Background: an optimization exercise with open tools, aiming at small area, a short achievable clock period and few clock cycles. Do not read the settings as production practice.
Function was checked by simulation only, so behaviour that the tests miss may differ from the original.
No activity file was given, so power comes from the tool's default toggle rates.

## oak
==> flow/design.v <==
package iiea_pkg;
    localparam int DATA_W = 32;
    localparam int IDX_W  = 5;
    localparam int KIND_W = 2;
    localparam int STS_W  = 2;
    localparam int CNT_W  = 5;
    localparam logic [KIND_W-1:0] KIND_READ   = 2'd0;
    localparam logic [KIND_W-1:0] KIND_INSERT = 2'd1;
    localparam logic [KIND_W-1:0] KIND_ERASE  = 2'd2;
    localparam logic [STS_W-1:0] ST_OK    = 2'd0;
    localparam logic [STS_W-1:0] ST_RANGE = 2'd1;
    localparam logic [STS_W-1:0] ST_FULL  = 2'd2;
    localparam logic [STS_W-1:0] ST_EMPTY = 2'd3;
    localparam logic signed [DATA_W-1:0] RD_FAIL = -32'sd1;
    typedef struct packed {
        logic accept;     
        logic step;       
        logic commit;     
        logic load_out;   
    } t_ctrl_cmd;
    typedef struct packed {
        logic busy;       
        logic out_free;   
    } t_dp_sts;
endpackage
module indexed_insert_erase_array_top #(
    parameter int DEPTH = 16
) (
    input  logic         i_clk,
    input  logic         i_rst_n,
    input  logic         i_req_valid,
    output logic         o_req_ready,
    input  logic [1:0]   i_req_kind,
    input  logic [4:0]   i_req_index,
    input  logic [31:0]  i_req_write_data,
    output logic         o_rsp_valid,
    input  logic         i_rsp_ready,
    output logic [31:0]  o_rsp_read_data,
    output logic [1:0]   o_rsp_status,
    output logic [4:0]   o_rsp_entry_count
);
    logic        r_ready;
    logic        e_valid;
    logic        e_rd, e_ins, e_era;
    logic [4:0]  e_idx;
    logic [15:0] e_ge;       
    logic [31:0] e_wdata;
    logic [4:0]  r_count;
    logic [15:0] r_occ;      
    logic [3:0]  c_lt;
    logic        r_dinc, r_ddec;
    logic [3:0]  r_perm [16];
    logic [31:0] r_data [16];
    logic        q0_valid, q1_valid;
    logic [15:0] q0_sel;     
    logic        q1_ok;
    logic        q0_fail,  q1_fail;
    logic [3:0]  q1_slot;
    logic [1:0]  q0_status, q1_status;
    logic [4:0]  q0_count, q1_count;
    logic        o_valid;
    logic [31:0] o_rdata;
    logic [1:0]  o_status;
    logic [4:0]  o_count;
    logic        exec;
    logic        is_rd, is_ins, is_era;
    logic        empty, full;
    logic        idx_lt_n, idx_le_n;
    logic [1:0]  e_status;
    logic [4:0]  e_count;
    logic        ins_do, era_do;
    logic [3:0]  idx_slot;
    logic [3:0]  top_slot;
    logic        o_free, pop, push;
    assign exec   = e_valid && !q1_valid;
    assign is_rd  = e_rd;
    assign is_ins = e_ins;
    assign is_era = e_era;
    assign empty  = !r_occ[0];
    assign full   = r_occ[15];
    assign idx_lt_n = r_dinc ? c_lt[2] : (r_ddec ? c_lt[0] : c_lt[1]);
    assign idx_le_n = r_dinc ? c_lt[3] : (r_ddec ? c_lt[1] : c_lt[2]);
    logic [4:0]  cmp_idx;
    assign cmp_idx = r_ready ? i_req_index : e_idx;
    always_ff @(posedge i_clk) begin
        for (int d = 0; d < 4; d++) begin
            c_lt[d] <= (7'(cmp_idx) + 7'd1) < (7'(r_count) + 7'(d));
        end
    end
    always_comb begin
        e_status = iiea_pkg::ST_OK;
        e_count  = r_count;
        if (is_rd) begin
            if (empty)          e_status = iiea_pkg::ST_EMPTY;
            else if (!idx_lt_n) e_status = iiea_pkg::ST_RANGE;
        end else if (is_ins) begin
            if (full)           e_status = iiea_pkg::ST_FULL;
            else if (!idx_le_n) e_status = iiea_pkg::ST_RANGE;
            else                e_count  = r_count + 5'd1;
        end else if (is_era) begin
            if (empty)          e_status = iiea_pkg::ST_EMPTY;
            else if (!idx_lt_n) e_status = iiea_pkg::ST_RANGE;
            else                e_count  = r_count - 5'd1;
        end else begin
            e_status = iiea_pkg::ST_RANGE;
        end
    end
    assign ins_do   = is_ins && !q1_valid && !full;
    assign era_do   = is_era && !q1_valid;
    always_comb begin
        idx_slot = '0;
        for (int k = 0; k < 16; k++) begin
            if (e_ge[k] && !((k != 0) && e_ge[(k == 0) ? 0 : k - 1])) idx_slot = idx_slot | r_perm[k];
        end
    end
    assign top_slot = r_perm[15];
    always_ff @(posedge i_clk) begin
        for (int k = 0; k < 16; k++) begin
            if (!i_rst_n) begin
                r_perm[k] <= 4'(k);
            end else if (ins_do && (k != 0) && e_ge[(k == 0) ? 0 : k - 1]) begin
                r_perm[k] <= r_perm[(k == 0) ? 0 : k - 1];
            end else if (ins_do && e_ge[k]) begin
                r_perm[k] <= top_slot;
            end else if (era_do && e_ge[k]) begin
                r_perm[k] <= (k == 15) ? idx_slot : r_perm[(k == 15) ? 15 : k + 1];
            end
        end
    end
    always_ff @(posedge i_clk) begin
        for (int s = 0; s < 16; s++) begin
            if (ins_do && (top_slot == 4'(s))) begin
                r_data[s] <= e_wdata;
            end
        end
    end
    logic [31:0] rd_word;
    logic        e_ok, e_fail;
    assign e_ok   = is_rd && idx_lt_n;
    assign e_fail = is_rd && !idx_lt_n;
    always_comb begin
        rd_word = {32{q0_fail}};
        for (int s = 0; s < 16; s++) begin
            rd_word = rd_word | (r_data[s] & {32{q0_sel[s]}});
        end
    end
    assign o_free = !o_valid || i_rsp_ready;
    assign pop    = q0_valid && o_free;
    assign push   = exec;
    always_ff @(posedge i_clk) begin
        if (!i_rst_n) begin
            r_ready  <= 1'b1;
            e_valid  <= 1'b0;
            e_rd     <= 1'b0;
            e_ins    <= 1'b0;
            e_era    <= 1'b0;
            q0_valid <= 1'b0;
            q1_valid <= 1'b0;
            o_valid  <= 1'b0;
            r_count  <= 5'd0;
            r_occ    <= '0;
            r_dinc   <= 1'b0;
            r_ddec   <= 1'b0;
        end else begin
            if (r_ready) begin
                e_valid <= i_req_valid;
                e_rd    <= i_req_valid && (i_req_kind == iiea_pkg::KIND_READ);
                e_ins   <= i_req_valid && (i_req_kind == iiea_pkg::KIND_INSERT);
                e_era   <= i_req_valid && (i_req_kind == iiea_pkg::KIND_ERASE);
            end
            r_dinc <= exec && is_ins && !full && idx_le_n;
            r_ddec <= exec && is_era && idx_lt_n;
            if (exec) begin
                r_count <= e_count;
                if (is_ins && !full && idx_le_n) r_occ <= {r_occ[14:0], 1'b1};
                if (is_era && idx_lt_n)          r_occ <= {1'b0, r_occ[15:1]};
            end
            q0_valid <= q1_valid || push || (q0_valid && !pop);
            q1_valid <= q0_valid && !pop && (q1_valid || push);
            if (o_free) o_valid <= q0_valid;
            r_ready <= !((r_ready ? i_req_valid : e_valid) &&
                         (q0_valid && !pop && (q1_valid || push)));
        end
    end
    always_ff @(posedge i_clk) begin
        if (r_ready) begin
            e_idx   <= i_req_index;
            for (int k = 0; k < 16; k++) e_ge[k] <= (5'(k) >= i_req_index);
            e_wdata <= i_req_write_data;
        end
    end
    always_ff @(posedge i_clk) begin
        if (!q0_valid || pop) begin
            if (q1_valid) begin
                q0_sel    <= q1_ok ? 16'(1) << q1_slot : 16'd0;
                q0_fail   <= q1_fail;
                q0_status <= q1_status;
                q0_count  <= q1_count;
            end else begin
                q0_sel    <= e_ok ? 16'(1) << idx_slot : 16'd0;
                q0_fail   <= e_fail;
                q0_status <= e_status;
                q0_count  <= e_count;
            end
        end
        if (!q1_valid) begin
            q1_ok     <= e_ok;
            q1_fail   <= e_fail;
            q1_slot   <= idx_slot;
            q1_status <= e_status;
            q1_count  <= e_count;
        end
    end
    always_ff @(posedge i_clk) begin
        if (o_free) begin
            o_rdata  <= rd_word;
            o_status <= q0_status;
            o_count  <= q0_count;
        end
    end
    assign o_req_ready       = r_ready;
    assign o_rsp_valid       = o_valid;
    assign o_rsp_read_data   = o_rdata;
    assign o_rsp_status      = o_status;
    assign o_rsp_entry_count = o_count;
endmodule
clock: 4.0 ns
lec_check: 0
abc_area: 1
cap_margin: 20
core_margin: 2
core_utilization: 55
cts_cluster_diameter: 80
cts_cluster_size: 30
setup_slack_margin: 2.1
slew_margin: 20
run.sh (not shown) runs the stock make flow with config.mk's settings and CLKGATE_MAP_FILE= SYNTH_SCRIPT=/design/flow/synth_recipe.tcl, a recipe that flattens the netlist after the stock synthesis.
Testbench counts of oak, summed over its fixed seeds: cycles 4,824.
Modified inputs, pine compared to oak
--- a/flow/design.v
+++ b/flow/design.v
@@ -46,10 +46,8 @@
     logic [15:0] e_ge;       
     logic [31:0] e_wdata;
     logic [4:0]  r_count;
     logic [15:0] r_occ;      
-    logic [3:0]  c_lt;
-    logic        r_dinc, r_ddec;
     logic [3:0]  r_perm [16];
     logic [31:0] r_data [16];
     logic        q0_valid, q1_valid;
     logic [15:0] q0_sel;     
@@ -77,17 +75,10 @@
     assign is_ins = e_ins;
     assign is_era = e_era;
     assign empty  = !r_occ[0];
     assign full   = r_occ[15];
-    assign idx_lt_n = r_dinc ? c_lt[2] : (r_ddec ? c_lt[0] : c_lt[1]);
-    assign idx_le_n = r_dinc ? c_lt[3] : (r_ddec ? c_lt[1] : c_lt[2]);
-    logic [4:0]  cmp_idx;
-    assign cmp_idx = r_ready ? i_req_index : e_idx;
-    always_ff @(posedge i_clk) begin
-        for (int d = 0; d < 4; d++) begin
-            c_lt[d] <= (7'(cmp_idx) + 7'd1) < (7'(r_count) + 7'(d));
-        end
-    end
+    assign idx_lt_n = |(e_ge & r_occ);
+    assign idx_le_n = |(e_ge & {r_occ[14:0], 1'b1});
     always_comb begin
         e_status = iiea_pkg::ST_OK;
         e_count  = r_count;
         if (is_rd) begin
@@ -158,19 +149,15 @@
             q1_valid <= 1'b0;
             o_valid  <= 1'b0;
             r_count  <= 5'd0;
             r_occ    <= '0;
-            r_dinc   <= 1'b0;
-            r_ddec   <= 1'b0;
         end else begin
             if (r_ready) begin
                 e_valid <= i_req_valid;
                 e_rd    <= i_req_valid && (i_req_kind == iiea_pkg::KIND_READ);
                 e_ins   <= i_req_valid && (i_req_kind == iiea_pkg::KIND_INSERT);
                 e_era   <= i_req_valid && (i_req_kind == iiea_pkg::KIND_ERASE);
             end
-            r_dinc <= exec && is_ins && !full && idx_le_n;
-            r_ddec <= exec && is_era && idx_lt_n;
             if (exec) begin
                 r_count <= e_count;
                 if (is_ins && !full && idx_le_n) r_occ <= {r_occ[14:0], 1'b1};
                 if (is_era && idx_lt_n)          r_occ <= {1'b0, r_occ[15:1]};
- Endpoint of the most critical setup path: q0_count[3] -> pine, c_lt[3] -> oak
- Re number of nets in the synthesized netlist: oak was higher than pine.
- Of the two candidates, oak has the worse final area and pine the better one.
- oak → pine: total standard cell area after synthesis dropped 580 µm²; time the worst path needs with I/O delays and setup moved down; first-iteration DRC count lower; area occupied by multi-input gates shrank by 680 µm²; length of routed met3 wiring decreased 1500 µm.
- oak -> pine: total power decreased by a few percent
- Area enclosed by the die boundary (pine vs. oak) decreases slightly
- Relative to oak, fraction of the mapped netlist area in compound gates decreased by 0.44 points in pine.
- From pine to oak, CTS H-tree depth did not move at all.
- Looking at start point of the critical path, the r_ready result is from oak; the e_ge[3] one comes from pine.
- Maximum frequency sits higher in pine than in oak.
Testbench counts of pine, summed over its fixed seeds: cycles 4,824.

* * *

// indexed_insert_erase_array_top: RTL as listed in full above, without the edits since
Settings: LEC_CHECK=0, ABC_AREA=1, CAP_MARGIN=20, CORE_MARGIN=2, CORE_UTILIZATION=55, CTS_CLUSTER_DIAMETER=80, CTS_CLUSTER_SIZE=30, SETUP_SLACK_MARGIN=1.8, SLEW_MARGIN=20; clock period 4.0 ns.
The starting point finished with timing, DRC and antenna clean.
Testbench counts at the start, summed over its fixed seeds: cycles 4,824.
Change:
--- a/flow/design.v
+++ b/flow/design.v
@@ -45,12 +45,10 @@
     logic [4:0]  e_idx;
     logic [15:0] e_ge;       
     logic [31:0] e_wdata;
     logic [4:0]  r_count;
     logic [15:0] r_occ;      
-    logic [3:0]  c_lt;
-    logic        r_dinc, r_ddec;
     logic [3:0]  r_perm [16];
     logic [31:0] r_data [16];
     logic        q0_valid, q1_valid;
     logic [15:0] q0_sel;     
     logic        q1_ok;
@@ -76,19 +74,12 @@
     assign is_rd  = e_rd;
     assign is_ins = e_ins;
     assign is_era = e_era;
     assign empty  = !r_occ[0];
     assign full   = r_occ[15];
-    assign idx_lt_n = r_dinc ? c_lt[2] : (r_ddec ? c_lt[0] : c_lt[1]);
-    assign idx_le_n = r_dinc ? c_lt[3] : (r_ddec ? c_lt[1] : c_lt[2]);
-    logic [4:0]  cmp_idx;
-    assign cmp_idx = r_ready ? i_req_index : e_idx;
-    always_ff @(posedge i_clk) begin
-        for (int d = 0; d < 4; d++) begin
-            c_lt[d] <= (7'(cmp_idx) + 7'd1) < (7'(r_count) + 7'(d));
-        end
-    end
+    assign idx_lt_n = |(e_ge & r_occ);
+    assign idx_le_n = |(e_ge & {r_occ[14:0], 1'b1});
     always_comb begin
         e_status = iiea_pkg::ST_OK;
         e_count  = r_count;
         if (is_rd) begin
             if (empty)          e_status = iiea_pkg::ST_EMPTY;
@@ -157,21 +148,17 @@
             q0_valid <= 1'b0;
             q1_valid <= 1'b0;
             o_valid  <= 1'b0;
             r_count  <= 5'd0;
             r_occ    <= '0;
-            r_dinc   <= 1'b0;
-            r_ddec   <= 1'b0;
         end else begin
             if (r_ready) begin
                 e_valid <= i_req_valid;
                 e_rd    <= i_req_valid && (i_req_kind == iiea_pkg::KIND_READ);
                 e_ins   <= i_req_valid && (i_req_kind == iiea_pkg::KIND_INSERT);
                 e_era   <= i_req_valid && (i_req_kind == iiea_pkg::KIND_ERASE);
             end
-            r_dinc <= exec && is_ins && !full && idx_le_n;
-            r_ddec <= exec && is_era && idx_lt_n;
             if (exec) begin
                 r_count <= e_count;
                 if (is_ins && !full && idx_le_n) r_occ <= {r_occ[14:0], 1'b1};
                 if (is_era && idx_lt_n)          r_occ <= {1'b0, r_occ[15:1]};
             end
Effect: Sequential cell count fell by 11; maximum frequency rose slightly; worst hold slack gains 0.0069 ns; final area fell slightly; combinational power fell by about a fifth; critical path depth rose by 9; power fell by a few percent; global-route usage barely changes; clock-buffer cell count stays the same.
Testbench counts after the change, summed over its fixed seeds: cycles 4,824.

* * *

Another version of the RTL of indexed_insert_erase_array_top (not shown whole).
For scale: about 1,800 cells after synthesis.
==> module indexed_insert_erase_array_top, before the edit <==
module indexed_insert_erase_array_top #(
    parameter int DEPTH = 16
) (
    input  logic         i_clk,
    input  logic         i_rst_n,
    input  logic         i_req_valid,
    output logic         o_req_ready,
    input  logic [1:0]   i_req_kind,
    input  logic [4:0]   i_req_index,
    input  logic [31:0]  i_req_write_data,
    output logic         o_rsp_valid,
    input  logic         i_rsp_ready,
    output logic [31:0]  o_rsp_read_data,
    output logic [1:0]   o_rsp_status,
    output logic [4:0]   o_rsp_entry_count
);
    logic        r_ready;
    logic        e_valid;
    logic        e_rd, e_ins, e_era;
    logic [4:0]  e_idx;
    logic [15:0] e_ge;       
    logic [31:0] e_wdata;
    logic [4:0]  r_count;
    logic        r_full;
    logic        r_empty;
    logic [3:0]  r_perm [16];
    logic [31:0] r_data [16];
    logic        q0_valid, q1_valid;
    logic [15:0] q0_sel;     
    logic        q1_ok;
    logic        q0_fail,  q1_fail;
    logic [3:0]  q1_slot;
    logic [1:0]  q0_status, q1_status;
    logic [4:0]  q0_count, q1_count;
    logic        o_valid;
    logic [31:0] o_rdata;
    logic [1:0]  o_status;
    logic [4:0]  o_count;
    logic        exec;
    logic        is_rd, is_ins, is_era;
    logic        empty, full;
    logic        idx_lt_n, idx_le_n;
    logic [1:0]  e_status;
    logic [4:0]  e_count;
    logic        ins_do, era_do;
    logic [3:0]  idx_slot;
    logic [3:0]  top_slot;
    logic        o_free, pop, push;
    assign exec   = e_valid && !q1_valid;
    assign is_rd  = e_rd;
    assign is_ins = e_ins;
    assign is_era = e_era;
    assign empty  = r_empty;
    assign full   = r_full;
    assign idx_lt_n = (e_idx < r_count);
    assign idx_le_n = (e_idx <= r_count);
    always_comb begin
        e_status = iiea_pkg::ST_OK;
        e_count  = r_count;
        if (is_rd) begin
            if (empty)          e_status = iiea_pkg::ST_EMPTY;
            else if (!idx_lt_n) e_status = iiea_pkg::ST_RANGE;
        end else if (is_ins) begin
            if (full)           e_status = iiea_pkg::ST_FULL;
            else if (!idx_le_n) e_status = iiea_pkg::ST_RANGE;
            else                e_count  = r_count + 5'd1;
        end else if (is_era) begin
            if (empty)          e_status = iiea_pkg::ST_EMPTY;
            else if (!idx_lt_n) e_status = iiea_pkg::ST_RANGE;
            else                e_count  = r_count - 5'd1;
        end else begin
            e_status = iiea_pkg::ST_RANGE;
        end
    end
    assign ins_do   = exec && is_ins && !full;
    assign era_do   = exec && is_era;
    assign idx_slot = r_perm[e_idx[3:0]];
    assign top_slot = r_perm[15];
    always_ff @(posedge i_clk) begin
        for (int k = 0; k < 16; k++) begin
            if (!i_rst_n) begin
                r_perm[k] <= 4'(k);
            end else if (ins_do && (k != 0) && e_ge[(k == 0) ? 0 : k - 1]) begin
                r_perm[k] <= r_perm[(k == 0) ? 0 : k - 1];
            end else if (ins_do && e_ge[k]) begin
                r_perm[k] <= top_slot;
            end else if (era_do && e_ge[k]) begin
                r_perm[k] <= (k == 15) ? idx_slot : r_perm[(k == 15) ? 15 : k + 1];
            end
        end
    end
    always_ff @(posedge i_clk) begin
        for (int s = 0; s < 16; s++) begin
            if (ins_do && (top_slot == 4'(s))) begin
                r_data[s] <= e_wdata;
            end
        end
    end
    logic [31:0] rd_word;
    logic        e_ok, e_fail;
    assign e_ok   = is_rd && idx_lt_n;
    assign e_fail = is_rd && !idx_lt_n;
    always_comb begin
        rd_word = {32{q0_fail}};
        for (int s = 0; s < 16; s++) begin
            rd_word = rd_word | (r_data[s] & {32{q0_sel[s]}});
        end
    end
    assign o_free = !o_valid || i_rsp_ready;
    assign pop    = q0_valid && o_free;
    assign push   = exec;
    always_ff @(posedge i_clk) begin
        if (!i_rst_n) begin
            r_ready  <= 1'b1;
            e_valid  <= 1'b0;
            q0_valid <= 1'b0;
            q1_valid <= 1'b0;
            o_valid  <= 1'b0;
            r_count  <= 5'd0;
            r_full   <= 1'b0;
            r_empty  <= 1'b1;
        end else begin
            if (r_ready) e_valid <= i_req_valid;
            if (exec) begin
                r_count <= e_count;
                r_full  <= (e_count == 5'd16);
                r_empty <= (e_count == 5'd0);
            end
            q0_valid <= q1_valid || push || (q0_valid && !pop);
            q1_valid <= q0_valid && !pop && (q1_valid || push);
            if (o_free) o_valid <= q0_valid;
            r_ready <= !((r_ready ? i_req_valid : e_valid) &&
                         (q0_valid && !pop && (q1_valid || push)));
        end
    end
    always_ff @(posedge i_clk) begin
        if (r_ready) begin
            e_rd    <= (i_req_kind == iiea_pkg::KIND_READ);
            e_ins   <= (i_req_kind == iiea_pkg::KIND_INSERT);
            e_era   <= (i_req_kind == iiea_pkg::KIND_ERASE);
            e_idx   <= i_req_index;
            for (int k = 0; k < 16; k++) e_ge[k] <= (5'(k) >= i_req_index);
            e_wdata <= i_req_write_data;
        end
    end
    always_ff @(posedge i_clk) begin
        if (!q0_valid || pop) begin
            if (q1_valid) begin
                q0_sel    <= q1_ok ? 16'(1) << q1_slot : 16'd0;
                q0_fail   <= q1_fail;
                q0_status <= q1_status;
                q0_count  <= q1_count;
            end else begin
                q0_sel    <= e_ok ? 16'(1) << idx_slot : 16'd0;
                q0_fail   <= e_fail;
                q0_status <= e_status;
                q0_count  <= e_count;
            end
        end
        if (!q1_valid) begin
            q1_ok     <= e_ok;
            q1_fail   <= e_fail;
            q1_slot   <= idx_slot;
            q1_status <= e_status;
            q1_count  <= e_count;
        end
    end
    always_ff @(posedge i_clk) begin
        if (o_free) begin
            o_rdata  <= rd_word;
            o_status <= q0_status;
            o_count  <= q0_count;
        end
    end
    assign o_req_ready       = r_ready;
    assign o_rsp_valid       = o_valid;
    assign o_rsp_read_data   = o_rdata;
    assign o_rsp_status      = o_status;
    assign o_rsp_entry_count = o_count;
endmodule
clock: 4.0 ns
lec_check: 0
cap_margin: 20
core_margin: 2
core_utilization: 55
cts_cluster_diameter: 80
cts_cluster_size: 30
setup_slack_margin: 1.8
slew_margin: 20
Testbench counts at the start, summed over its fixed seeds: cycles 4,824.
Edit:
--- a/flow/design.v
+++ b/flow/design.v
@@ -45,17 +45,15 @@
     logic [4:0]  e_idx;
     logic [15:0] e_ge;       
     logic [31:0] e_wdata;
     logic [4:0]  r_count;
-    logic        r_full;
-    logic        r_empty;
+    logic [15:0] r_occ;      
     logic [3:0]  r_perm [16];
     logic [31:0] r_data [16];
     logic        q0_valid, q1_valid;
-    logic [15:0] q0_sel;     
-    logic        q1_ok;
+    logic        q0_ok,    q1_ok;
     logic        q0_fail,  q1_fail;
-    logic [3:0]  q1_slot;
+    logic [3:0]  q0_slot,  q1_slot;
     logic [1:0]  q0_status, q1_status;
     logic [4:0]  q0_count, q1_count;
     logic        o_valid;
     logic [31:0] o_rdata;
@@ -74,12 +72,12 @@
     assign exec   = e_valid && !q1_valid;
     assign is_rd  = e_rd;
     assign is_ins = e_ins;
     assign is_era = e_era;
-    assign empty  = r_empty;
-    assign full   = r_full;
-    assign idx_lt_n = (e_idx < r_count);
-    assign idx_le_n = (e_idx <= r_count);
+    assign empty  = !r_occ[0];
+    assign full   = r_occ[15];
+    assign idx_lt_n = |(e_ge & r_occ);
+    assign idx_le_n = |(e_ge & {r_occ[14:0], 1'b1});
     always_comb begin
         e_status = iiea_pkg::ST_OK;
         e_count  = r_count;
         if (is_rd) begin
@@ -96,11 +94,16 @@
         end else begin
             e_status = iiea_pkg::ST_RANGE;
         end
     end
-    assign ins_do   = exec && is_ins && !full;
-    assign era_do   = exec && is_era;
-    assign idx_slot = r_perm[e_idx[3:0]];
+    assign ins_do   = is_ins && !q1_valid && !full;
+    assign era_do   = is_era && !q1_valid;
+    always_comb begin
+        idx_slot = '0;
+        for (int k = 0; k < 16; k++) begin
+            if (e_ge[k] && !((k != 0) && e_ge[(k == 0) ? 0 : k - 1])) idx_slot = idx_slot | r_perm[k];
+        end
+    end
     assign top_slot = r_perm[15];
     always_ff @(posedge i_clk) begin
         for (int k = 0; k < 16; k++) begin
             if (!i_rst_n) begin
@@ -127,9 +130,9 @@
     assign e_fail = is_rd && !idx_lt_n;
     always_comb begin
         rd_word = {32{q0_fail}};
         for (int s = 0; s < 16; s++) begin
-            rd_word = rd_word | (r_data[s] & {32{q0_sel[s]}});
+            rd_word = rd_word | (r_data[s] & {32{q0_ok && (q0_slot == 4'(s))}});
         end
     end
     assign o_free = !o_valid || i_rsp_ready;
     assign pop    = q0_valid && o_free;
@@ -137,20 +140,27 @@
     always_ff @(posedge i_clk) begin
         if (!i_rst_n) begin
             r_ready  <= 1'b1;
             e_valid  <= 1'b0;
+            e_rd     <= 1'b0;
+            e_ins    <= 1'b0;
+            e_era    <= 1'b0;
             q0_valid <= 1'b0;
             q1_valid <= 1'b0;
             o_valid  <= 1'b0;
             r_count  <= 5'd0;
-            r_full   <= 1'b0;
-            r_empty  <= 1'b1;
+            r_occ    <= '0;
         end else begin
-            if (r_ready) e_valid <= i_req_valid;
+            if (r_ready) begin
+                e_valid <= i_req_valid;
+                e_rd    <= i_req_valid && (i_req_kind == iiea_pkg::KIND_READ);
+                e_ins   <= i_req_valid && (i_req_kind == iiea_pkg::KIND_INSERT);
+                e_era   <= i_req_valid && (i_req_kind == iiea_pkg::KIND_ERASE);
+            end
             if (exec) begin
                 r_count <= e_count;
-                r_full  <= (e_count == 5'd16);
-                r_empty <= (e_count == 5'd0);
+                if (is_ins && !full && idx_le_n) r_occ <= {r_occ[14:0], 1'b1};
+                if (is_era && idx_lt_n)          r_occ <= {1'b0, r_occ[15:1]};
             end
             q0_valid <= q1_valid || push || (q0_valid && !pop);
             q1_valid <= q0_valid && !pop && (q1_valid || push);
             if (o_free) o_valid <= q0_valid;
@@ -159,25 +169,24 @@
         end
     end
     always_ff @(posedge i_clk) begin
         if (r_ready) begin
-            e_rd    <= (i_req_kind == iiea_pkg::KIND_READ);
-            e_ins   <= (i_req_kind == iiea_pkg::KIND_INSERT);
-            e_era   <= (i_req_kind == iiea_pkg::KIND_ERASE);
             e_idx   <= i_req_index;
             for (int k = 0; k < 16; k++) e_ge[k] <= (5'(k) >= i_req_index);
             e_wdata <= i_req_write_data;
         end
     end
     always_ff @(posedge i_clk) begin
         if (!q0_valid || pop) begin
             if (q1_valid) begin
-                q0_sel    <= q1_ok ? 16'(1) << q1_slot : 16'd0;
+                q0_ok     <= q1_ok;
+                q0_slot   <= q1_slot;
                 q0_fail   <= q1_fail;
                 q0_status <= q1_status;
                 q0_count  <= q1_count;
             end else begin
-                q0_sel    <= e_ok ? 16'(1) << idx_slot : 16'd0;
+                q0_ok     <= e_ok;
+                q0_slot   <= idx_slot;
                 q0_fail   <= e_fail;
                 q0_status <= e_status;
                 q0_count  <= e_count;
             end
The new run went through all stages and came out clean.
Wire length is higher by 6.5%.
Sequential power drops by about 2%.
Die area is lower by 0.64%.
Utilization came out higher by 1.4 points.
Via count rose by 6.3%.
First-iteration DRC count went up by 16%.
Testbench counts after the change, summed over its fixed seeds: cycles 4,824.

## what the ideal ports hide
The flow's constraints put no driver on any port. The routed layouts listed below were extracted and timed again, unchanged, in two steps.
Step 1 sets driving cells, clkbuf_16 on the clock port and buf_2 on the other inputs (assumed; they add their load-dependent delay and slew).
Step 2 adds t to the input delays and takes it off the output delays; t is the mean of the earliest and latest rising clock arrival at the registers after step 1. Input paths then give back, and output paths get back, about the clock's delay inside the block.
Three values: no drivers, after step 1, after step 2; two values: the first two.
run | shift t [ns] | setup slack, ns | hold slack, ns | worst data-port slew with drivers (ns)
oak | 0.644 | 1.914 / 1.903 / 1.413 | 0.426 / 0.426 / 0.426 | 0.05
pine | 0.645 | 2.067 / 2.008 / 1.504 | 0.428 / 0.428 / 0.428 | 0.05
the first run of note 2 | 0.645 | 1.833 / 1.777 / 1.237 | 0.423 / 0.423 / 0.423 | 0.09
the second run of note 2 | 0.639 | 1.858 / 1.857 / 1.540 | 0.430 / 0.430 / 0.430 | 0.04
the first run of note 3 | 0.639 | 1.602 / 1.602 / 1.333 | 0.419 / 0.419 / 0.419 | 0.05
the second run of note 3 | 0.634 | 1.668 / 1.668 / 1.498 | 0.429 / 0.429 / 0.429 | 0.04
After both steps every run listed still meets setup and hold. The setup slack of the first run of note 2, which loses most, moves by -0.056 ns with the drivers and by -0.596 ns with both steps.
